Source: an optimization exercise on an open RTL-to-GDS flow (aim: small area, a short achievable clock period and few clock cycles per item). Production flows keep margins and buffers that such runs may drop. The RTL was checked by simulation tests, not by an equivalence proof against the original design. No activity file was given, so power comes from the tool's default toggle rates.

==> design/flow/design.v <==
package ssrs_pkg;
    localparam int POS_W      = 20;
    localparam int SPEED_W    = 17;
    localparam int STOP_W     = 16;
    localparam int CONFIRM_W  = 8;
    localparam int SEQ_W      = 32;
    localparam int STREAK_O_W = 16;
    localparam int IN_DATA_W  = 120;
    localparam int OUT_DATA_W = 48;
    localparam int CFG_IDX_W  = 8;
endpackage
module ssrs_mod_step #(
    parameter int R = 0
) (
    input  logic [19:0] x_i,
    input  logic [19:0] len,
    input  logic        hz,
    input  logic        en,
    output logic [19:0] x_o
);
    localparam int N = R + 1;
    logic [N-1:0] t, l, gt, lt, pgt, plt;
    logic         ge;
    always_comb
    begin
        t  = x_i[19:19-R];
        l  = len[R:0];
        gt = t & ~l;
        lt = ~t & l;
        pgt = gt;
        plt = lt;
        for (int k = 0; (1 << k) < N; k++)
            for (int i = 0; i < N; i++)
                if (((i >> k) & 1) == 1)
                begin
                    {pgt[i], plt[i]} = {pgt[i] | (~plt[i] & pgt[((i >> k) << k) - 1]),
                                        plt[i] | (~pgt[i] & plt[((i >> k) << k) - 1])};
                end
        ge  = en && hz && !plt[N-1];
        x_o = x_i;
        for (int i = 0; i < N; i++)
            x_o[19-R+i] = t[i] ^ (ge & (l[i] ^ ((i == 0) ? 1'b0 : plt[(i == 0) ? 0 : i-1])));
    end
endmodule
module ssrs_add #(
    parameter int N = 8
) (
    input  logic [N-1:0] a,
    input  logic [N-1:0] b,
    input  logic         ci,
    output logic [N-1:0] s,
    output logic         co
);
    logic [N-1:0] g, p, x;
    logic [N-1:0] gg, pp;
    logic [N:0]   c;
    always_comb
    begin
        x  = a ^ b;
        g  = a & b;
        p  = a | b;
        g[0] = g[0] | (p[0] & ci);
        gg = g;
        pp = p;
        for (int k = 0; (1 << k) < N; k++)
            for (int i = 0; i < N; i++)
                if (((i >> k) & 1) == 1)
                begin
                    gg[i] = gg[i] | (pp[i] & gg[((i >> k) << k) - 1]);
                    pp[i] = pp[i] & pp[((i >> k) << k) - 1];
                end
        c[0] = ci;
        for (int i = 0; i < N; i++)
            c[i+1] = gg[i];
        s  = x ^ c[N-1:0];
        co = c[N];
    end
endmodule
module ssrs_sub #(
    parameter int N = 8
) (
    input  logic [N-1:0] a,
    input  logic [N-1:0] b,
    output logic [N-1:0] d,
    output logic         lt
);
    logic [N-1:0] pg, pl;
    always_comb
    begin
        pg = a & ~b;
        pl = ~a & b;
        for (int k = 0; (1 << k) < N; k++)
            for (int i = 0; i < N; i++)
                if (((i >> k) & 1) == 1)
                    {pg[i], pl[i]} = {pg[i] | (~pl[i] & pg[((i >> k) << k) - 1]),
                                      pl[i] | (~pg[i] & pl[((i >> k) << k) - 1])};
        for (int i = 0; i < N; i++)
            d[i] = a[i] ^ b[i] ^ ((i == 0) ? 1'b0 : pl[(i == 0) ? 0 : i - 1]);
        lt = pl[N-1];
    end
endmodule
module ssrs_ge #(
    parameter int N = 8
) (
    input  logic [N-1:0] a,
    input  logic [N-1:0] b,
    output logic         ge
);
    logic [N-1:0] pg, pl;
    always_comb
    begin
        pg = a & ~b;
        pl = ~a & b;
        for (int k = 0; (1 << k) < N; k++)
            for (int i = 0; i < N; i++)
                if (((i >> k) & 1) == 1)
                    {pg[i], pl[i]} = {pg[i] | (~pl[i] & pg[((i >> k) << k) - 1]),
                                      pl[i] | (~pg[i] & pl[((i >> k) << k) - 1])};
        ge = !pl[N-1];
    end
endmodule
module safe_stop_release_supervisor_top #(
    parameter int POS_BITS    = 20,
    parameter int STREAK_BITS = 16
) (
    input  logic                                clk,
    input  logic                                rst_n,
    input  logic [1:0]                          s_tuser,
    input  logic [ssrs_pkg::IN_DATA_W-1:0]      s_tdata,
    input  logic                                s_tvalid,
    output logic                                s_tready,
    output logic [ssrs_pkg::OUT_DATA_W-1:0]     m_tdata,
    output logic                                m_tvalid,
    input  logic                                m_tready,
    input  logic                                cfg_valid,
    output logic                                cfg_ready,
    input  logic [ssrs_pkg::CFG_IDX_W-1:0]      cfg_index,
    input  logic [ssrs_pkg::POS_W-1:0]          cfg_data
);
    localparam logic [19:0] CUT = 20'b1111_1111_1111_1111_1110;
    localparam int F_X   = 0;
    localparam int F_EV  = 1;
    localparam int F_AV  = 2;    
    localparam int F_CAN = 3;    
    localparam int F_CS  = 4;    
    localparam int F_NEG = 6;    
    localparam int FW    = 7;
    logic advance;         
    logic out_valid;
    logic skid_valid;
    logic rdy_q;           
    assign advance   = !skid_valid;
    assign s_tready  = rdy_q;
    assign cfg_ready = 1'b1;
    logic [3:0]  cfg_we;
    logic [19:0] track_len;
    logic [19:0] pass_margin;
    logic [15:0] stop_speed;
    logic [7:0]  confirm;
    always_comb
        for (int i = 0; i < 4; i++)
            cfg_we[i] = cfg_valid && (cfg_index == 8'(i));
    always_ff @(posedge clk or negedge rst_n)
    begin
        if (!rst_n)
        begin
            track_len   <= '0;
            pass_margin <= '0;
            stop_speed  <= '0;
            confirm     <= 8'd1;
        end
        else
        begin
            if (cfg_we[0]) track_len   <= cfg_data;
            if (cfg_we[1]) pass_margin <= cfg_data;
            if (cfg_we[2]) stop_speed  <= cfg_data[15:0];
            if (cfg_we[3]) confirm     <= cfg_data[7:0];
        end
    end
    logic        take;
    logic        in_ev, in_act, in_rst;
    logic        latched;
    logic [19:0] start;
    logic [31:0] lf_cand;      
    always_comb
    begin
        take    = s_tvalid && advance;
        in_ev   = take && (s_tuser == 2'd0);
        in_act  = take && (s_tuser == 2'd1);
        in_rst  = take && (s_tuser == 2'd2);
    end
    always_ff @(posedge clk or negedge rst_n)
    begin
        if (!rst_n)
            latched <= 1'b0;
        else if (in_act)
            latched <= 1'b1;
        else if (in_rst)
            latched <= 1'b0;
    end
    always_ff @(posedge clk)
    begin
        if (in_act)
            start <= s_tdata[92:73];
        if (in_ev && latched)
            lf_cand <= s_tdata[72:41];
    end
    logic        l0_v;
    logic [1:0]  l0_kind;
    logic [19:0] l0_a;        
    logic        l0_act, l0_av, l0_can, l0_emp, l0_clr, l0_fne, l0_fnz;
    logic [16:0] l0_spd;
    always_ff @(posedge clk or negedge rst_n)
    begin
        if (!rst_n)
            l0_v <= 1'b0;
        else if (advance)
            l0_v <= s_tvalid && (s_tuser != 2'd3);
    end
    always_ff @(posedge clk)
    begin
        if (advance)
        begin
            l0_kind <= s_tuser;
            l0_a    <= s_tuser[0] ? s_tdata[112:93] : s_tdata[19:0];
            l0_act  <= latched;
            l0_av   <= s_tdata[37];
            l0_can  <= s_tdata[38];
            l0_spd  <= s_tdata[36:20];
            l0_emp  <= s_tdata[39];
            l0_clr  <= s_tdata[40];
            l0_fne  <= s_tdata[72:41] != lf_cand;
            l0_fnz  <= s_tdata[72:41] != 32'd0;
        end
    end
    logic        lf_zero;      
    logic        s1_ev, s1_ld;
    logic [19:0] s1_dd;
    logic        s1_ge;
    logic        s1_fdiff;
    logic [19:0] s1_x;
    logic [FW-1:0] s1_f;
    logic l0_nle, l0_pstop, l0_stp, l0_cc;
    ssrs_ge #(.N(17)) u_nspd (.a (~{1'b0, stop_speed}), .b (l0_spd), .ge (l0_nle));
    ssrs_ge #(.N(16)) u_pspd (.a (stop_speed), .b (l0_spd[15:0]), .ge (l0_pstop));
    assign l0_stp = l0_spd[16] ? !l0_nle : l0_pstop;
    assign l0_cc  = l0_stp && !l0_emp && l0_clr;
    logic s1_lt;
    ssrs_sub #(.N(20)) u_dist (.a (l0_a), .b (start), .d (s1_dd), .lt (s1_lt));
    assign s1_ge = !s1_lt;
    always_comb
    begin
        s1_ev    = l0_v && (l0_kind == 2'd0);
        s1_ld    = l0_v && (l0_kind != 2'd0);
        s1_fdiff = lf_zero ? l0_fnz : l0_fne;
        if (s1_ev)
            s1_x = s1_dd ^ {20{!s1_ge}};
        else if (l0_kind == 2'd1)
            s1_x = l0_a;
        else
            s1_x = '0;
        s1_f        = '0;
        s1_f[F_X]   = s1_ld || (s1_ev && l0_act);
        s1_f[F_EV]  = s1_ev;
        s1_f[F_AV]  = l0_av;
        s1_f[F_CAN] = l0_can;
        s1_f[F_CS+1:F_CS] = !l0_stp ? 2'd0 : !l0_cc ? 2'd1 : s1_fdiff ? 2'd2 : 2'd3;
        s1_f[F_NEG] = !s1_ge;
    end
    always_ff @(posedge clk)
    begin
        if (advance)
        begin
            if (s1_ld)
                lf_zero <= 1'b1;
            else if (s1_ev && l0_act)
                lf_zero <= !l0_cc;
        end
    end
    logic [19:0] hz, hz_q;
    always_ff @(posedge clk)
        for (int r = 0; r < 20; r++)
            hz_q[r] <= (r == 19) ? 1'b1 : ((track_len >> (r + 1)) == 20'd0);
    always_comb
    begin
        hz = hz_q;
        hz[0] = (track_len[19:1] == 19'd0);
        hz[1] = (track_len[19:2] == 18'd0);
    end
    logic [19:0] len_a, len_b_n, len_c, len_d_n;
    logic [3:0][19:0] len_g;
    always_ff @(posedge clk)
    begin
        if (cfg_we[0])
        begin
            len_a   <= cfg_data;
            len_b_n <= ~cfg_data;
        end
    end
    always_ff @(posedge clk or negedge rst_n)
    begin
        if (!rst_n)
        begin
            len_c   <= '1;
            len_d_n <= '0;
        end
        else if (cfg_we[0])
        begin
            len_c   <= cfg_data;
            len_d_n <= ~cfg_data;
        end
    end
    assign len_g[0] = len_a;
    assign len_g[1] = ~len_b_n;
    assign len_g[2] = len_c;
    assign len_g[3] = ~len_d_n;
    logic [20:0][19:0]   xi;
    logic [19:0][19:0]   xo;
    logic [20:0][FW-1:0] fi;
    assign xi[0] = s1_x;
    assign fi[0] = s1_f;
    for (genvar r = 0; r < 20; r++)
    begin : g_row
        ssrs_mod_step #(.R(r)) u_step (
            .x_i (xi[r]),
            .len (len_g[r / 5]),
            .hz  (hz[r]),
            .en  (fi[r][F_EV]),
            .x_o (xo[r])
        );
        if (CUT[r])
        begin : g_reg
            logic [1:0]    v_q;
            logic [FW-1:2] f_q;
            logic [19:0]   x_q;
            always_ff @(posedge clk or negedge rst_n)
            begin
                if (!rst_n)
                    v_q <= 2'b00;
                else if (advance)
                    v_q <= fi[r][1:0];
            end
            always_ff @(posedge clk)
            begin
                if (advance)
                begin
                    f_q <= fi[r][FW-1:2];
                    x_q <= xo[r];
                end
            end
            assign xi[r+1] = x_q;
            assign fi[r+1] = {f_q, v_q};
        end
        else
        begin : g_wire
            assign xi[r+1] = xo[r];
            assign fi[r+1] = fi[r];
        end
    end
    logic [19:0]   e_r;
    logic [FW-1:0] e_f;
    logic          e_load, e_eva;
    logic [19:0]   danger;
    logic [19:0]   danger_next;
    logic [20:0]   pneed;          
    logic          c1, c2, c3, c4, passed;
    logic [15:0]   avoid, clear;
    logic [15:0]   avoid_next, clear_next;
    logic [7:0]    need;
    logic          cb, cc, cb_ge, cc_ge;
    assign e_r    = xi[20];
    assign e_f    = fi[20];
    assign e_load = e_f[F_X] && !e_f[F_EV];
    assign e_eva  = e_f[F_X] && e_f[F_EV];
    logic        ge1, ge_lp, lp_ok;
    logic [19:0] pneed_s;
    logic        pneed_c;
    ssrs_ge  #(.N(21)) u_c1 (.a ({e_r, 1'b0}), .b ({1'b0, track_len}), .ge (ge1));
    ssrs_ge  #(.N(21)) u_c2 (.a ({1'b0, e_r}), .b (pneed), .ge (c2));
    ssrs_ge  #(.N(21)) u_c3 (.a ({e_r, 1'b1}), .b ({1'b0, track_len}), .ge (c3));
    logic [21:0] lm, lm_s, lp, lp_n;
    logic        lm_lt, lpn_lt;
    ssrs_sub #(.N(22)) u_lm (.a ({2'b00, track_len}), .b ({2'b00, pass_margin}), .d (lm_s), .lt (lm_lt));
    ssrs_sub #(.N(22)) u_lp (.a (lm), .b ({2'b00, danger_next}), .d (lp_n), .lt (lpn_lt));
    ssrs_ge  #(.N(21)) u_c4 (.a ({1'b0, e_r}), .b (lp[20:0]), .ge (ge_lp));
    assign lp_ok = !lp[21];
    always_ff @(posedge clk)
    begin
        lm <= lm_s;
        lp <= lp_n;
    end
    ssrs_add #(.N(20)) u_pn (.a (danger_next), .b (pass_margin), .ci (1'b0), .s (pneed_s), .co (pneed_c));
    always_comb
    begin
        danger_next = e_load ? e_r : danger;
        c1     = !ge1;
        c4     = lp_ok && !ge_lp;
        passed = (track_len != 20'd0) && (e_f[F_NEG] ? (c3 && c4) : (c1 && c2));
    end
    always_ff @(posedge clk)
    begin
        danger <= danger_next;
        pneed  <= {pneed_c, pneed_s};
    end
    localparam int T_ACT = 0;
    localparam int T_PAS = 1;
    localparam int T_STP = 2;
    localparam int T_AV  = 3;
    localparam int T_CAN = 4;
    localparam int T_CI  = 5;
    localparam int T_CH  = 6;
    localparam int T_ZB  = 7;
    logic       pz;
    logic [7:0] tok_p;
    logic       tok_pv;
    logic [7:0] skid_tok;
    logic [7:0] t;
    logic       or_free, load_or, to_skid;
    logic [15:0] base_a, base_c;
    logic [15:0] avoid_inc, clear_inc;
    logic        avoid_max, clear_max;
    logic       tk_v;
    logic [7:0] tk;
    always_ff @(posedge clk or negedge rst_n)
    begin
        if (!rst_n)
            tk_v <= 1'b0;
        else if (advance)
            tk_v <= e_f[F_EV];
    end
    always_ff @(posedge clk)
    begin
        if (advance)
            tk <= {pz, e_f[F_CS+1:F_CS] == 2'd3, e_f[F_CS+1:F_CS] == 2'd2, e_f[F_CAN], e_f[F_AV],
                  e_f[F_CS+1:F_CS] != 2'd0, passed, e_f[F_X]};
    end
    always_comb
    begin
        tok_pv = advance && tk_v;
        tok_p  = tk;
        or_free = !out_valid || m_tready;
        to_skid = !or_free && tok_pv;
        load_or = or_free && (skid_valid || tok_pv);
        t       = skid_valid ? skid_tok : tok_p;
        base_a  = t[T_ZB] ? 16'd0 : avoid;
        base_c  = t[T_ZB] ? 16'd0 : clear;
    end
    ssrs_add #(.N(16)) u_ainc (.a (avoid), .b (16'd0), .ci (1'b1), .s (avoid_inc), .co (avoid_max));
    ssrs_add #(.N(16)) u_cinc (.a (clear), .b (16'd0), .ci (1'b1), .s (clear_inc), .co (clear_max));
    always_comb
    begin
        if (!t[T_ACT])
            avoid_next = base_a;
        else if (!t[T_AV])
            avoid_next = 16'd0;
        else if (t[T_ZB])
            avoid_next = 16'd1;
        else
            avoid_next = avoid_max ? avoid : avoid_inc;
        if (!t[T_ACT])
            clear_next = base_c;
        else if (t[T_CH])
            clear_next = base_c;
        else if (!t[T_CI])
            clear_next = 16'd0;
        else if (t[T_ZB])
            clear_next = 16'd1;
        else
            clear_next = clear_max ? clear : clear_inc;
        need = (confirm == 8'd0) ? 8'd1 : confirm;
    end
    ssrs_ge #(.N(16)) u_cb (.a (avoid_next), .b ({8'd0, need}), .ge (cb_ge));
    ssrs_ge #(.N(16)) u_cc (.a (clear_next), .b ({8'd0, need}), .ge (cc_ge));
    assign cb = t[T_ACT] && t[T_CAN] && cb_ge;
    assign cc = t[T_ACT] && cc_ge;
    always_ff @(posedge clk or negedge rst_n)
    begin
        if (!rst_n)
        begin
            pz         <= 1'b0;
            skid_valid <= 1'b0;
            rdy_q      <= 1'b1;
            out_valid  <= 1'b0;
            avoid      <= '0;
            clear      <= '0;
        end
        else
        begin
            if (e_load)
                pz <= 1'b1;
            else if (advance && e_f[F_EV])
                pz <= 1'b0;
            if (or_free && skid_valid)
            begin
                skid_valid <= 1'b0;
                rdy_q      <= 1'b1;
            end
            else if (to_skid)
            begin
                skid_valid <= 1'b1;
                rdy_q      <= 1'b0;
            end
            if (or_free)
                out_valid <= skid_valid || tok_pv;
            if (load_or)
            begin
                avoid <= avoid_next;
                clear <= clear_next;
            end
        end
    end
    logic       o_act, o_pass, o_stp, o_b, o_c, o_ok, o_ho;
    logic [1:0] o_cause;
    always_ff @(posedge clk)
    begin
        if (to_skid)
            skid_tok <= tok_p;
        if (load_or)
        begin
            o_act   <= t[T_ACT];
            o_pass  <= t[T_ACT] && t[T_PAS];
            o_stp   <= t[T_ACT] && t[T_STP];
            o_b     <= cb;
            o_c     <= cc;
            o_ok    <= t[T_ACT] && (t[T_PAS] || cb || cc);
            o_ho    <= !t[T_ACT] || t[T_PAS] || (!cb && cc);
            o_cause <= !t[T_ACT] ? 2'd0 : t[T_PAS] ? 2'd1 : cb ? 2'd2 : cc ? 2'd3 : 2'd0;
        end
    end
    assign m_tvalid = out_valid;
    assign m_tdata  = {6'd0, clear, avoid, o_ho, o_cause, o_ok, o_c, o_b, o_pass, o_stp, o_pass, o_act};
endmodule
==> design/flow/run.sh <==
#!/bin/bash
# synth_recipe.tcl (not shown) runs the flow's synth.tcl, then flattens the netlist and writes it again
# the make line also repeats each setting of config.mk as NAME=value (left out here)
make -C /OpenROAD-flow-scripts/flow DESIGN_CONFIG=/design/flow/config.mk WORK_HOME=/design/flow/orfs CLKGATE_MAP_FILE= SYNTH_SCRIPT=/design/flow/synth_recipe.tcl finish
==> design/flow/config.mk <==
export PLATFORM = sky130hd
export DESIGN_NAME = safe_stop_release_supervisor_top
export DESIGN_NICKNAME = safe_stop_release_supervisor_top
export VERILOG_FILES = /design/flow/design.v
export SDC_FILE = /design/flow/constraint.sdc
export NUM_CORES = 4
export LEC_CHECK = 0
export ABC_CLOCK_PERIOD_IN_PS = 2000
export CAP_MARGIN = 20
export CORE_MARGIN = 2
export CORE_UTILIZATION = 40
export SETUP_SLACK_MARGIN = 3.5
export SLEW_MARGIN = 20
==> design/flow/constraint.sdc <==
create_clock -name core_clock -period 8.0 [get_ports {clk}]
set_input_delay 1.6000 -clock core_clock [delete_from_list [all_inputs] [get_ports {clk}]]
set_output_delay 1.6000 -clock core_clock [all_outputs]
set_load 0.01 [all_outputs]
==> results.py, run 1 <==
metrics = {
    "sta": {
        "fin_crit_sh": 0.538,
        "period_needed_ps": 4300,
        "rsz0062_at_grt": "yes",
        "hold_violations": 0,
        "fin_ws_ps": 3700,
        "setup_viol": 0,
        "slew_viol_final": 0,
        "finalClockSkew_ps": 69.7,
        "worst_pin_slew_ps": 1060,
        "maxClockFrequency_ghz": 0.232,
        "slew_headroom": 0.291,
        "tns_ps": 0,
        "whs_ps": 354,
    },
    "power": {
        "leakagePower_nw": 20.6,
        "power_mw": 12.9,
        "powerDensity_mw_per_mm2": 249,
        "ir_worst_vdd_v": 0.000197,
    },
    "floorplan": {
        "die_h_um": 337,
        "row_count": 122,
        "dieArea_mm2": 0.114,
        "core_mm2": 0.110,
        "start_util": 0.402,
        "die_w_um": 337,
        "io_pins": 206,
    },
    "clock_network": {
        "clk_pin_slew_ps": 60,
        "worstSkewPairLatency_ps": 710,
        "cts_buffers": 101,
        "clock_sinks": 891,
        "htree_levels": 3,
        "cts_root_buf": "clkbuf_16",
        "clockBufferDepth": 3,
        "cts_tree": "built",
    },
    "place": {
        "port_buffers": 191,
        "preCtsSetupSlack_ps": 3020,
        "placed_area_mm2": 0.0479,
        "placed_cells": 5419,
        "routabilityCongestion": 0.844,
        "dpl.hpwl_um": 69900,
    },
    "detailed_routing": {
        "totalWireLength_um": 97300,
        "ant_nets": 0,
        "vias_per_cell": 5.05,
        "first_iter_violations": 1837,
        "wire_per_inst_um": 17.3,
        "num_vias": 28359,
        "drtPass1Iterations": 7,
        "drc": 0,
    },
    "hold_path": {
        "hold_path_depth": 0,
        "min_from": "g_row[15].g_reg.f_q[6]$_DFFE_PN_",
        "holdPathEnd": "g_row[16].g_reg.f_q[6]$_DFFE_PN_",
        "hold_class": "flip-flop to flip-flop",
    },
    "synthesis": {
        "synth_edf_count": 614,
        "yosysSeqAreaShare": 0.561,
        "avgSynthCellArea_um2": 11.6,
        "synth.top_cell.area_share": 0.415,
        "synth-seq-cells": 891,
        "async_flop_share": 0.198,
        "yosysTopAreaCell": "edfxtp_1",
        "synth_ff_type": "edfxtp_1",
        "synth_commonest_cells": "edfxtp_1 (614), nand2_1 (324), xnor2_1 (315), inv_1 (281), nor2_1 (244)",
        "syn_inst": 3839,
        "syn_area_mm2": 0.0444,
        "synthTopCellsByArea": "edfxtp_1 (42%), dfrtp_1 (9.0%), xnor2_1 (6.2%)",
        "yosysUniqueCellTypes": 89,
        "yosys_warnings": 28,
        "synth.most_common_cell": "edfxtp_1",
    },
    "final_layout": {
        "final_util": 0.467,
        "design_area_mm2": 0.0516,
        "seq_area_mm2": 0.0249,
        "nets": 4369,
        "fin_cells": 5616,
        "multiInputGateArea_mm2": 0.0180,
        "drive_gt1_frac": 0.0921,
        "syn_to_final_growth_pct": 16.2,
        "fillers": 9970,
    },
    "critical_path": {
        "rr_endpoint": "g_row[15].g_reg.x_q[7]$_DFFE_PN_",
        "arrival_ps": 4690,
        "r2r-start": "len_d_n[1]$_DFFE_PN0P_",
        "endpoint_kind": "flip-flop",
        "r2r_slack_ps": 3700,
        "required_ps": 8390,
        "rr_worst_depth": 12,
        "critical_path_class": "flip-flop to flip-flop",
        "path_max_fanout": 15,
        "cp-start-kind": "flip-flop",
    },
    "grt": {
        "grt.total_usage": 0.172,
        "grt_pass1_vias": 27964,
        "overflow": 0,
        "grt_pass1_wl_um": 152000,
        "antenna_found_initial": 4,
        "grt_max_degree": 183,
    },
    "status": {
        "outcome": "complete, no violations",
    },
    "flow_run": {
        "cap_violations": 0,
    },
}
[where the power goes]
| part | internal [mW] | leakage, nW | total, mW | switching (mW) |
|---|---|---|---|---|
| sequential | 5.73 | 9.90 | 6.23 | 0.499 |
| combinational | 0.844 | 8.94 | 1.85 | 1.00 |
| clock | 2.83 | 1.72 | 4.79 | 1.96 |
| total | 9.40 | 20.6 | 12.9 | 3.46 |
[cell type report]
type	count	area share
clock inverter	55	0.0138
antenna	1	0.0000485
multi-input combinational	2526	0.349
inverter	292	0.0214
tap	1488	0.0361
clock buffer	137	0.0541
timing repair buffer	226	0.0430
sequential	891	0.483
[cells by family (layout without fill, tap and decap cells)]
kind of cell / Yosys count / after routing / synth area share
AND/OR/NAND/NOR: 925 / 926 / 0.0963
flip-flops: 891 / 891 / 0.561
AO/OA/AOI/OAI: 687 / 687 / 0.0973
XOR/XNOR: 457 / 457 / 0.0902
buffers and inverters: 428 / 710 / 0.0380
adder cells (fa/ha/maj): 339 / 339 / 0.0903
multiplexers: 110 / 110 / 0.0270
other: 2 / 8 / 0.000169
[placed cells by master, fill, tap and decap left out, types with 15 or more instances in the layout]
| cell | count |
|---|---|
| a21oi_1 | 153 |
| ha_1 | 156 |
| o211ai_1 | 16 |
| clkdlybuf4s50_1 | 190 |
| clkbuf_1 | 23 |
| clkinv_1 | 17 |
| mux2_2 | 78 |
| maj3_1 | 143 |
| clkinv_2 | 25 |
| nor4_1 | 15 |
| maj3_2 | 20 |
| nor3_1 | 69 |
| o21bai_1 | 20 |
| o21ai_0 | 212 |
| and2_1 | 25 |
| nand3_1 | 45 |
| inv_1 | 280 |
| dfrtp_1 | 153 |
| nand2b_1 | 43 |
| dfxtp_1 | 101 |
| o31ai_1 | 27 |
| o21a_1 | 17 |
| clkbuf_16 | 101 |
| or2_2 | 17 |
| nor2b_1 | 45 |
| dfstp_2 | 17 |
| mux2i_1 | 31 |
| xnor2_1 | 315 |
| edfxtp_1 | 614 |
| a211oi_1 | 16 |
| nor2_1 | 242 |
| a31oi_1 | 52 |
| fa_1 | 20 |
| nand2_1 | 323 |
| nand4_1 | 30 |
| xor2_1 | 142 |
| and3_1 | 16 |
| buf_4 | 31 |
[critical path, stage by stage, from the launching register on]
cell,delay [ps]
dfrtp_2,530
o31ai_1,520
a32oi_1,230
o311ai_1,440
a211oi_1,190
o31ai_1,370
o21ai_1,180
maj3_1,430
o21a_1,240
maj3_1,370
nand3_2,250
nor2_1,100
xor2_1,150
[repair_timing]
| item | in CTS | in global routing |
|---|---|---|
| endpoints found under the setup margin | 92 | 101 |
| pin swaps | 0 | 5 |
| setup buffers | 0 | 3 |
| cloned | 0 | 1 |
| hold buffers | 0 | 0 |
| resized for setup | 14 | 26 |
[routing by layer]
layer / global-route usage / vias up / share of wire
li1: - / 13985 / -
met1: 0.225 / 13662 / 0.45
met5: 0 / - / 0
met3: 0.0343 / 147 / 0.049
met2: 0.282 / 565 / 0.47
met4: 0.0633 / 0 / 0.032
[flip-flops by register name (all words and copies together), names as in the netlist, 17 cells and up]
register / cells
l0_a: 20
g_row.g_reg.f_q: 95
len_d_n: 20
lp: 22
pneed: 21
hz_q: 17
l0_spd: 17
lm: 21
g_row.g_reg.v_q: 38
danger: 20
start: 20
pass_margin: 20
lf_cand: 32
track_len: 20
g_row.g_reg.x_q: 380
[how the worst max path moves through the flow]
stage | cells after the start | endpoint | slack (ps) | from
global route | 17 | g_row[1].g_reg.x_q[14]$_DFFE_PN_ | 3470 | l0_a[0]$_DFFE_PN_
detailed placement | 13 | g_row[19].g_reg.x_q[8]$_DFFE_PN_ | 3020 | len_d_n[0]$_DFFE_PN0P_
global placement | 13 | g_row[19].g_reg.x_q[9]$_DFFE_PN_ | 3080 | len_d_n[0]$_DFFE_PN0P_
floorplan | 12 | o_cause[1]$_SDFFCE_PP0P_ | -3090 | skid_valid$_DFFE_PN0P_
CTS | 11 | o_cause[0]$_SDFFCE_PN0P_ | 3500 | skid_valid$_DFFE_PN0P_
finish | 12 | g_row[15].g_reg.x_q[7]$_DFFE_PN_ | 3700 | len_d_n[1]$_DFFE_PN0P_
Testbench counts, summed over its fixed seeds: cycles 24,176, items 23,331.
==> inputs of run 2 (changes only) <==
--- a/design/flow/config.mk
+++ b/design/flow/config.mk
@@ -9,5 +9,5 @@
 export CAP_MARGIN = 20
 export CORE_MARGIN = 2
 export CORE_UTILIZATION = 40
-export SETUP_SLACK_MARGIN = 3.5
+export SETUP_SLACK_MARGIN = 4.0
 export SLEW_MARGIN = 20
==> results.py, run 2 <==
metrics = {
    "grt": {
        "antenna_found_initial": 4,
        "grt.total_usage": 0.172,
        "grt_pass1_wl_um": 153000,
        "overflow": 0,
        "grt_pass1_vias": 27938,
        "grt_max_degree": 199,
    },
    "synthesis": {
        "synthTopCellsByArea": "edfxtp_1 (42%), dfrtp_1 (9.0%), xnor2_1 (6.2%)",
        "yosysTopAreaCell": "edfxtp_1",
        "synth_ff_type": "edfxtp_1",
        "yosysSeqAreaShare": 0.561,
        "syn_inst": 3839,
        "synth_compound_area_frac": 0.0973,
        "synth.most_common_cell": "edfxtp_1",
        "async_flop_share": 0.198,
        "synth_fa_ha_area_frac": 0.0903,
        "syn_area_mm2": 0.0444,
        "synth-simple-area-share": 0.0963,
        "synth-seq-cells": 891,
        "synthMuxAreaShare": 0.0270,
        "avgSynthCellArea_um2": 11.6,
        "synth.top_cell.area_share": 0.415,
        "synth_edf_count": 614,
        "synthXorXnorAreaFrac": 0.0902,
        "synth_top_family_by_area": "compound AO/OA/AOI/OAI gates",
        "yosysUniqueCellTypes": 89,
        "yosys_warnings": 28,
        "synth_commonest_cells": "edfxtp_1 (614), nand2_1 (324), xnor2_1 (315), inv_1 (281), nor2_1 (244)",
    },
    "floorplan": {
        "dieArea_mm2": 0.114,
        "io_pins": 206,
        "die_w_um": 337,
        "start_util": 0.402,
        "die_h_um": 337,
        "core_mm2": 0.110,
        "row_count": 122,
    },
    "final_layout": {
        "nets": 4423,
        "final_cell_mix": "edfxtp_1 (614), nand2_1 (321), xnor2_1 (312), inv_1 (277), nor2_1 (240)",
        "syn_to_final_growth_pct": 18.6,
        "drive_gt1_frac": 0.124,
        "fin_cells": 5667,
        "design_area_mm2": 0.0526,
        "fillers": 9845,
        "layout_commonest_cell": "edfxtp_1",
        "largest_register_ffs": 380,
        "reg.largest.list": "g_row.g_reg.x_q (380), g_row.g_reg.f_q (95), g_row.g_reg.v_q (38)",
        "largest_register": "g_row.g_reg.x_q",
    },
    "flow_run": {
        "cap_violations": 0,
    },
    "place": {
        "port_buffers": 191,
        "routabilityCongestion": 0.856,
        "dpl.hpwl_um": 68700,
        "placed_area_mm2": 0.0479,
        "placed_cells": 5412,
    },
    "sta": {
        "period_needed_ps": 4140,
        "worst_pin_slew_ps": 1080,
        "rsz0062_at_grt": "yes",
        "fin_crit_sh": 0.517,
        "finalClockSkew_ps": 37.2,
        "slew_headroom": 0.280,
        "hold_violations": 0,
        "slew_viol_final": 0,
        "setup_viol": 0,
        "maxClockFrequency_ghz": 0.242,
    },
    "power": {
        "ir_worst_vdd_v": 0.000161,
        "pwr-share-clk": 0.366,
        "internal_power_mw": 9.43,
        "power_switching_mw": 3.49,
        "combPwrFrac": 0.151,
        "powerDensity_mw_per_mm2": 246,
        "switching_share": 0.270,
        "seqPwrFrac": 0.483,
        "leakagePower_nw": 20.9,
    },
    "clock_network": {
        "worstSkewPairLatency_ps": 700,
        "ctsHoldBuffers": 0,
        "cts_tree": "built",
        "clockBufferDepth": 3,
        "clk_pin_slew_ps": 60,
        "clock_sinks": 891,
        "htree_levels": 3,
        "cts_root_buf": "clkbuf_16",
        "cts_buffers": 99,
    },
    "detailed_routing": {
        "num_vias": 28716,
        "drtPass1Iterations": 5,
        "totalWireLength_um": 98200,
        "drc": 0,
        "wire_per_inst_um": 17.3,
        "vias_per_cell": 5.07,
        "ant_nets": 0,
        "first_iter_violations": 1716,
    },
    "critical_path": {
        "path_max_fanout": 5,
        "max_stage_delay_ps": 590,
        "critPathBufInv": 1,
        "critical_path_class": "flip-flop to flip-flop",
        "endpoint_kind": "flip-flop",
        "cp-start-kind": "flip-flop",
        "critPathSlowestCell": "dfstp_2",
        "required_ps": 8430,
        "crit_chain": "nand2b_4, maj3_2, maj3_2, maj3_2, maj3_2, maj3_2, maj3_2, o221ai_4, nand3_2, a221oi_4, clkbuf_16, nor3_4, xor2_1",
        "critPathTopFamily": "adder cells",
        "cp_common_cell": "maj3_2",
        "arrival_ps": 4560,
        "r2r_slack_ps": 3860,
    },
    "hold_path": {
        "hold_class": "flip-flop to flip-flop",
    },
    "status": {
        "outcome": "complete, no violations",
    },
}
-- run 2: layout make-up --
class | instances | area [µm²] | share of cell area
clock inverters | 56 | 719 | 0.0137
diodes | 1 | 2.50 | 0.0000475
clock buffers | 131 | 2700 | 0.0513
flip-flops and latches | 891 | 24900 | 0.473
multi-input cells | 2527 | 18600 | 0.353
well taps | 1488 | 1860 | 0.0354
repair inverters | 1 | 5.00 | 0.0000951
inverters | 292 | 1110 | 0.0212
repair buffers | 280 | 2740 | 0.0520
-- run 2: kinds of logic after synthesis --
family          after synthesis
compound gates              687
xor+xnor                    457
fa+ha+maj                   339
buf+inv                     428
flops                       891
mux                         110
other cells                   2
simple gates                925
-- run 2: what timing repair did --
item,CTS,global route
setup buffers,26,36
setup endpoints to repair,202,205
cloned,4,1
pin swaps,15,40
resized for setup,79,112
-- run 2: metrics by stage --
step           TNS [ps]  power, mW  hold WS (ps)   util  setup WS (ps)
3_5_place_dp          0       8.14           405  0.434           2930
5_1_grt               0       13.6           410  0.477           3690
4_1_cts               0       13.0           395  0.470           3900
2_1_floorplan   -484830       7.51           400      -          -3090
6_report              0       12.9           397  0.477           3860
3_3_place_gp          0       8.09           401  0.434           2930
-- run 2: power groups by stage --
stage | Clock (mW) | Sequential, mW | Combinational (mW)
2_1_floorplan | 0 | 6.13 | 1.39
3_3_place_gp | 0 | 6.30 | 1.79
3_5_place_dp | 0 | 6.32 | 1.82
4_1_cts | 4.86 | 6.24 | 1.89
5_1_grt | 5.04 | 6.34 | 2.19
6_report | 4.73 | 6.25 | 1.95
-- run 2: worst paths after layout --
kind,startpoint,end,cells past startpoint
max in group asynchronous,rst_n,len_d_n[0]$_DFFE_PN0P_,2
hold / removal,g_row[3].g_reg.x_q[7]$_DFFE_PN_,g_row[4].g_reg.x_q[7]$_DFFE_PN_,0
setup / recovery,len_c[0]$_DFFE_PN1P_,g_row[10].g_reg.x_q[17]$_DFFE_PN_,13
setup reg to reg,len_c[0]$_DFFE_PN1P_,g_row[10].g_reg.x_q[17]$_DFFE_PN_,13
min in group asynchronous,rst_n,g_row[1].g_reg.v_q[0]$_DFFE_PN0N_,1
hold reg to reg,g_row[3].g_reg.x_q[7]$_DFFE_PN_,g_row[4].g_reg.x_q[7]$_DFFE_PN_,0
-- run 2: metal layers --
| layer | track usage | wire, µm | vias to the layer above |
|---|---|---|---|
| met3 | 0.0280 | 4490 | 134 |
| met2 | 0.286 | 46800 | 600 |
| met4 | 0.0613 | 2620 | 2 |
| met5 | 0 | 13 | - |
| met1 | 0.227 | 44300 | 13911 |
| li1 | - | - | 14069 |
==> inputs of run 3 (changes only) <==
--- a/design/flow/config.mk
+++ b/design/flow/config.mk
@@ -8,6 +8,6 @@
 export ABC_CLOCK_PERIOD_IN_PS = 2000
 export CAP_MARGIN = 20
 export CORE_MARGIN = 2
-export CORE_UTILIZATION = 40
-export SETUP_SLACK_MARGIN = 4.0
+export CORE_UTILIZATION = 32
+export SETUP_SLACK_MARGIN = 3.9
 export SLEW_MARGIN = 20
==> results.py, run 3 <==
metrics = {
    "status": {
        "outcome": "complete, no violations",
    },
    "synthesis": {
        "yosys_warnings": 28,
        "syn_inst": 3839,
        "synth.top_cell.area_share": 0.415,
        "synth_ff_type": "edfxtp_1",
        "synthXorXnorAreaFrac": 0.0902,
        "yosysSeqAreaShare": 0.561,
        "yosysUniqueCellTypes": 89,
        "synthTopCellsByArea": "edfxtp_1 (42%), dfrtp_1 (9.0%), xnor2_1 (6.2%)",
        "synth.most_common_cell": "edfxtp_1",
        "synth-simple-area-share": 0.0963,
        "synthMuxAreaShare": 0.0270,
        "synth_fa_ha_area_frac": 0.0903,
        "avgSynthCellArea_um2": 11.6,
        "async_flop_share": 0.198,
        "syn_area_mm2": 0.0444,
        "synth-seq-cells": 891,
        "synth_edf_count": 614,
        "synth_compound_area_frac": 0.0973,
        "synth_top_family_by_area": "compound AO/OA/AOI/OAI gates",
        "yosysTopAreaCell": "edfxtp_1",
        "synth_commonest_cells": "edfxtp_1 (614), nand2_1 (324), xnor2_1 (315), inv_1 (281), nor2_1 (244)",
    },
    "power": {
        "power_mw": 12.6,
        "ir_worst_vdd_v": 0.000164,
        "pwr-share-clk": 0.351,
        "powerDensity_mw_per_mm2": 240,
        "internal_power_mw": 9.11,
        "combPwrFrac": 0.152,
        "seqPwrFrac": 0.497,
        "power_switching_mw": 3.47,
        "switching_share": 0.276,
        "leakagePower_nw": 20.7,
    },
    "final_layout": {
        "final_util": 0.381,
        "largest_register": "g_row.g_reg.x_q",
        "syn_to_final_growth_pct": 18.1,
        "drive_gt1_frac": 0.115,
        "fillers": 13241,
        "final_cell_mix": "edfxtp_1 (614), nand2_1 (323), xnor2_1 (315), inv_1 (280), nor2_1 (241)",
        "n_antenna_cell": 0,
        "nets": 4403,
        "multiInputGateArea_mm2": 0.0184,
        "layout_commonest_cell": "edfxtp_1",
        "reg.largest.list": "g_row.g_reg.x_q (380), g_row.g_reg.f_q (95), g_row.g_reg.v_q (38)",
        "seq_area_mm2": 0.0249,
        "largest_register_ffs": 380,
        "design_area_mm2": 0.0524,
        "fin_cells": 5950,
    },
    "sta": {
        "whs_ps": 375,
        "slew_viol_final": 0,
        "fin_crit_sh": 0.511,
        "rsz0062_at_grt": "yes",
        "hold_violations": 0,
        "worst_pin_slew_ps": 1170,
        "setup_viol": 0,
        "finalClockSkew_ps": 83.1,
        "slew_headroom": 0.217,
        "period_needed_ps": 4080,
        "maxClockFrequency_ghz": 0.245,
        "tns_ps": 0,
        "fin_ws_ps": 3920,
    },
    "critical_path": {
        "arrival_ps": 4540,
        "cp-start-kind": "flip-flop",
        "critPathTopFamily": "adder cells",
        "path_max_fanout": 7,
        "crit_chain": "inv_4, maj3_2, maj3_2, maj3_2, maj3_2, maj3_2, maj3_2, o221ai_4, nand3_4, a221oi_4, clkbuf_16, nor3_1, xor2_1",
        "critical_path_class": "flip-flop to flip-flop",
        "critical_path.startpoint": "len_c[1]$_DFFE_PN1P_",
        "r2r-start": "len_c[1]$_DFFE_PN1P_",
        "endpoint_kind": "flip-flop",
        "critPathSlowestCell": "dfstp_2",
        "cp_common_cell": "maj3_2",
        "max_stage_delay_ps": 630,
        "critPathBufInv": 2,
        "required_ps": 8450,
    },
    "detailed_routing": {
        "drc": 0,
        "totalWireLength_um": 100000,
        "drtPass1Iterations": 6,
        "num_vias": 28686,
        "wire_per_inst_um": 16.8,
        "vias_per_cell": 4.82,
        "ant_nets": 0,
        "first_iter_violations": 1851,
    },
    "floorplan": {
        "io_pins": 206,
        "die_w_um": 376,
        "core_mm2": 0.137,
        "die_h_um": 376,
        "start_util": 0.323,
        "row_count": 136,
        "dieArea_mm2": 0.142,
    },
    "grt": {
        "antenna_found_initial": 8,
        "grt.total_usage": 0.139,
        "grt_pass1_wl_um": 155000,
        "overflow": 0,
        "grt_max_degree": 186,
        "grt_pass1_vias": 28091,
    },
    "clock_network": {
        "worstSkewPairLatency_ps": 720,
        "clock_sinks": 891,
        "clockBufferDepth": 3,
        "htree_levels": 3,
        "cts_buffers": 96,
        "clk_pin_slew_ps": 60,
        "cts_tree": "built",
        "cts_root_buf": "clkbuf_16",
    },
    "place": {
        "port_buffers": 191,
        "dpl.hpwl_um": 70000,
        "placed_area_mm2": 0.0482,
        "routabilityCongestion": 0.827,
        "placed_cells": 5716,
        "preCtsSetupSlack_ps": 2930,
    },
    "hold_path": {
        "min_from": "g_row[8].g_reg.x_q[1]$_DFFE_PN_",
        "hold_class": "flip-flop to flip-flop",
    },
    "flow_run": {
        "cap_violations": 0,
    },
}
-- run 3: cell counts after synthesis --
Identical to the previous run, type by type.
-- run 3: metal layers --
metal | global-route usage | share of wire | vias to the layer above
met5 | 0 | 0 | -
met4 | 0.0383 | 0.021 | 0
met3 | 0.0231 | 0.040 | 134
met2 | 0.239 | 0.49 | 517
met1 | 0.179 | 0.45 | 14006
li1 | - | - | 14029
-- run 3: power by group through the flow --
stage	combinational (mW)	clock (mW)	sequential, mW
2_1_floorplan	1.39	0	6.13
3_3_place_gp	1.77	0	6.30
3_5_place_dp	1.82	0	6.32
4_1_cts	1.87	4.55	6.24
5_1_grt	2.15	4.73	6.34
6_report	1.92	4.41	6.25
-- run 3: path summary, 6_finish.rpt --
kind                                                       to  slack (ps)  depth (start not counted)
max                         g_row[10].g_reg.x_q[16]$_DFFE_PN_        3920                         13
min                           g_row[9].g_reg.x_q[1]$_DFFE_PN_         370                          0
max reg2reg                 g_row[10].g_reg.x_q[16]$_DFFE_PN_        3920                         13
min reg2reg                   g_row[9].g_reg.x_q[1]$_DFFE_PN_         370                          0
max in group asynchronous              skid_valid$_DFFE_PN0P_        5770                          2
min in group asynchronous  g_row[17].g_reg.v_q[1]$_DFFE_PN0N_         890                          1
-- run 3: final cells by class --
class / instances / area share
clock buffer: 126 / 0.0499
clock inverter: 56 / 0.0101
inverter: 292 / 0.0212
multi-input combinational: 2529 / 0.351
sequential: 891 / 0.475
tap: 1794 / 0.0428
timing repair buffer: 262 / 0.0496
-- run 3: cells by family after synthesis --
logic type	Yosys count
AND/OR/NAND/NOR	925
flip-flops	891
AO/OA/AOI/OAI	687
XOR/XNOR	457
buffers and inverters	428
adder cells (fa/ha/maj)	339
multiplexers	110
other	2
-- run 3: what timing repair did --
| action | in CTS | in global routing |
|---|---|---|
| resized for setup | 60 | 95 |
| cloned | 3 | 3 |
| setup buffers | 11 | 35 |
| pin swaps | 6 | 27 |
| hold buffers | 0 | 0 |
| endpoints found under the setup margin | 257 | 250 |
==> inputs of run 4 (changes only) <==
--- a/design/flow/config.mk
+++ b/design/flow/config.mk
@@ -8,6 +8,6 @@
 export ABC_CLOCK_PERIOD_IN_PS = 2000
 export CAP_MARGIN = 20
 export CORE_MARGIN = 2
-export CORE_UTILIZATION = 32
-export SETUP_SLACK_MARGIN = 3.9
+export CORE_UTILIZATION = 35
+export SETUP_SLACK_MARGIN = 3.8
 export SLEW_MARGIN = 20
==> results.py, run 4 <==
metrics = {
    "status": {
        "outcome": "complete, no violations",
    },
    "sta": {
        "fin_ws_ps": 3890,
        "period_needed_ps": 4110,
        "tns_ps": 0,
        "finalClockSkew_ps": 20.4,
        "rsz0062_at_grt": "yes",
        "hold_violations": 0,
        "worst_pin_slew_ps": 1080,
        "setup_viol": 0,
        "slew_viol_final": 0,
        "fin_crit_sh": 0.513,
        "slew_headroom": 0.280,
        "maxClockFrequency_ghz": 0.244,
    },
    "synthesis": {
        "yosys_warnings": 28,
        "yosysTopAreaCell": "edfxtp_1",
        "synth_commonest_cells": "edfxtp_1 (614), nand2_1 (324), xnor2_1 (315), inv_1 (281), nor2_1 (244)",
        "synth.most_common_cell": "edfxtp_1",
        "synthXorXnorAreaFrac": 0.0902,
        "synthTopCellsByArea": "edfxtp_1 (42%), dfrtp_1 (9.0%), xnor2_1 (6.2%)",
        "synthMuxAreaShare": 0.0270,
        "synth_edf_count": 614,
        "synth-seq-cells": 891,
        "synth_ff_type": "edfxtp_1",
        "syn_inst": 3839,
        "synth.top_cell.area_share": 0.415,
        "yosysSeqAreaShare": 0.561,
        "synth_top_family_by_area": "compound AO/OA/AOI/OAI gates",
        "synth_fa_ha_area_frac": 0.0903,
        "synth-simple-area-share": 0.0963,
        "avgSynthCellArea_um2": 11.6,
        "synth_compound_area_frac": 0.0973,
        "async_flop_share": 0.198,
        "syn_area_mm2": 0.0444,
        "yosysUniqueCellTypes": 89,
    },
    "floorplan": {
        "row_count": 130,
        "die_w_um": 360,
        "die_h_um": 360,
        "dieArea_mm2": 0.130,
        "io_pins": 206,
        "core_mm2": 0.126,
        "start_util": 0.353,
    },
    "power": {
        "powerDensity_mw_per_mm2": 247,
        "leakagePower_nw": 20.6,
        "ir_worst_vdd_v": 0.000182,
    },
    "place": {
        "placed_area_mm2": 0.0480,
        "routabilityCongestion": 0.832,
        "port_buffers": 191,
        "dpl.hpwl_um": 70000,
        "preCtsSetupSlack_ps": 3020,
        "placed_cells": 5572,
    },
    "detailed_routing": {
        "drc": 0,
        "first_iter_violations": 1725,
        "totalWireLength_um": 99700,
        "vias_per_cell": 4.94,
        "ant_nets": 0,
        "wire_per_inst_um": 17.2,
        "num_vias": 28640,
        "drtPass1Iterations": 5,
    },
    "final_layout": {
        "reg.largest.list": "g_row.g_reg.x_q (380), g_row.g_reg.f_q (95), g_row.g_reg.v_q (38)",
        "final_cell_mix": "edfxtp_1 (614), nand2_1 (322), xnor2_1 (315), inv_1 (279), nor2_1 (242)",
        "nets": 4387,
        "largest_register": "g_row.g_reg.x_q",
        "design_area_mm2": 0.0522,
        "layout_commonest_cell": "edfxtp_1",
        "largest_register_ffs": 380,
        "syn_to_final_growth_pct": 17.5,
        "fin_cells": 5795,
        "drive_gt1_frac": 0.106,
    },
    "clock_network": {
        "cts_buffers": 98,
        "clk_pin_slew_ps": 60,
        "htree_levels": 3,
        "cts_root_buf": "clkbuf_16",
        "ctsHoldBuffers": 0,
        "clock_sinks": 891,
        "worstSkewPairLatency_ps": 670,
        "cts_tree": "built",
        "clockBufferDepth": 3,
    },
    "critical_path": {
        "cp-start-kind": "flip-flop",
        "required_ps": 8400,
        "critical_path_class": "flip-flop to flip-flop",
        "arrival_ps": 4510,
        "endpoint_kind": "flip-flop",
        "path_max_fanout": 9,
    },
    "hold_path": {
        "hold_class": "flip-flop to flip-flop",
    },
    "grt": {
        "grt.total_usage": 0.151,
        "antenna_found_initial": 8,
        "grt_max_degree": 172,
        "grt_pass1_vias": 28234,
        "grt_pass1_wl_um": 156000,
        "overflow": 0,
    },
    "flow_run": {
        "cap_violations": 0,
    },
}
run 4: cell counts after synthesis:
Identical to the previous run, type by type.
run 4: layout make-up:
cell class / count / area [µm²]
fill: 11711 / 73600
antenna: 3 / 7.51
tap: 1650 / 2060
clock buffer: 125 / 2720
sequential: 891 / 24900
multi-input combinational: 2525 / 18200
timing repair buffer: 247 / 2450
clock inverter: 61 / 676
inverter: 292 / 1110
timing repair inverter: 1 / 5.00
run 4: repair_timing:
action | 4_1_cts | 5_1_grt
endpoints found under the setup margin | 148 | 174
gates cloned | 2 | 0
pin swaps | 2 | 12
gates resized for setup | 49 | 52
endpoints found under the hold margin | 0 | 0
setup buffers | 9 | 23
run 4: power breakdown:
part	internal [mW]	switching (mW)
clock	2.81	1.93
sequential	5.73	0.511
combinational	0.873	1.01
total	9.41	3.46
run 4: kinds of logic (layout without fill, tap and decap cells):
| kind of cell | after synthesis | in the layout |
|---|---|---|
| multiplexers | 110 | 110 |
| AND/OR/NAND/NOR | 925 | 925 |
| XOR/XNOR | 457 | 457 |
| adder cells (fa/ha/maj) | 339 | 339 |
| flip-flops | 891 | 891 |
| buffers and inverters | 428 | 726 |
| other | 2 | 10 |
| AO/OA/AOI/OAI | 687 | 687 |
run 4: critical path, stage by stage (launching register included):
cell,delay [ps]
dfstp_2,630
inv_2,120
maj3_2,340
maj3_2,340
maj3_2,340
maj3_2,340
maj3_2,340
maj3_2,360
o221ai_4,210
nand3_4,130
a221oi_4,310
buf_12,170
nor3_1,60
xor2_1,160
run 4: path summary, 6_finish.rpt:
check | start | endpoint | slack, ps | cells past startpoint
setup / recovery | len_c[1]$_DFFE_PN1P_ | g_row[10].g_reg.x_q[10]$_DFFE_PN_ | 3890 | 13
hold / removal | g_row[5].g_reg.x_q[6]$_DFFE_PN_ | g_row[6].g_reg.x_q[6]$_DFFE_PN_ | 410 | 0
setup reg to reg | len_c[1]$_DFFE_PN1P_ | g_row[10].g_reg.x_q[10]$_DFFE_PN_ | 3890 | 13
hold reg to reg | g_row[5].g_reg.x_q[6]$_DFFE_PN_ | g_row[6].g_reg.x_q[6]$_DFFE_PN_ | 410 | 0
max in group asynchronous | rst_n | pass_margin[11]$_DFFE_PN0P_ | 5690 | 2
min in group asynchronous | rst_n | latched$_DFFE_PN0P_ | 970 | 1
run 4: routing by layer:
layer  GRT usage  vias up  wire (µm)
met5           0        -          0
met4      0.0447        0       2170
met3      0.0251      149       4350
met2       0.255      543      47700
met1       0.199    13942      45600
li1            -    14006          -
run 4: per-stage QoR:
| step | hold WS, ps | power (mW) | utilization |
|---|---|---|---|
| after floorplan | 400 | 7.51 | - |
| after global placement | 401 | 8.08 | 0.382 |
| after detailed placement | 405 | 8.14 | 0.382 |
| after CTS | 416 | 13.0 | 0.411 |
| after global routing | 419 | 13.5 | 0.415 |
| final | 413 | 12.9 | 0.415 |

[re-timing with driven ports]
Ports are ideal in the flow. The routed layouts listed here were re-timed in OpenROAD. Step 1 (the two cells are an assumption about what drives the block):
set clk [get_ports {clk}]
set_driving_cell -lib_cell sky130_fd_sc_hd__clkbuf_16 $clk
set_driving_cell -lib_cell sky130_fd_sc_hd__buf_2 [delete_from_list [all_inputs] $clk]
Step 2 also shifts input and output timing later by t, the mid clock arrival at the registers, as if the neighbouring blocks saw the same clock. a / b / c = ideal ports / drivers / drivers and shift; a / b = the first two.
run | t (ns) | setup WS [ns] | worst hold slack (ns) | worst register clock-pin slew, ns | cell pins on the clock port's net
run 1 | 0.748 | 3.697 / 3.697 / 3.697 | 0.354 / 0.354 / 0.354 | 0.06 / 0.06 | 1
run 2 | 0.756 | 3.863 / 3.863 / 3.830 | 0.397 / 0.397 / 0.397 | 0.08 / 0.08 | 1
run 3 | 0.761 | 3.915 / 3.915 / 3.700 | 0.375 / 0.375 / 0.375 | 0.07 / 0.07 | 1
run 4 | 0.734 | 3.894 / 3.894 / 3.778 | 0.413 / 0.413 / 0.413 | 0.07 / 0.07 | 1
After both steps every run listed still meets setup and hold. The setup slack of run 3, which loses most, moves by 0.000 ns with the drivers and by -0.215 ns with both steps.
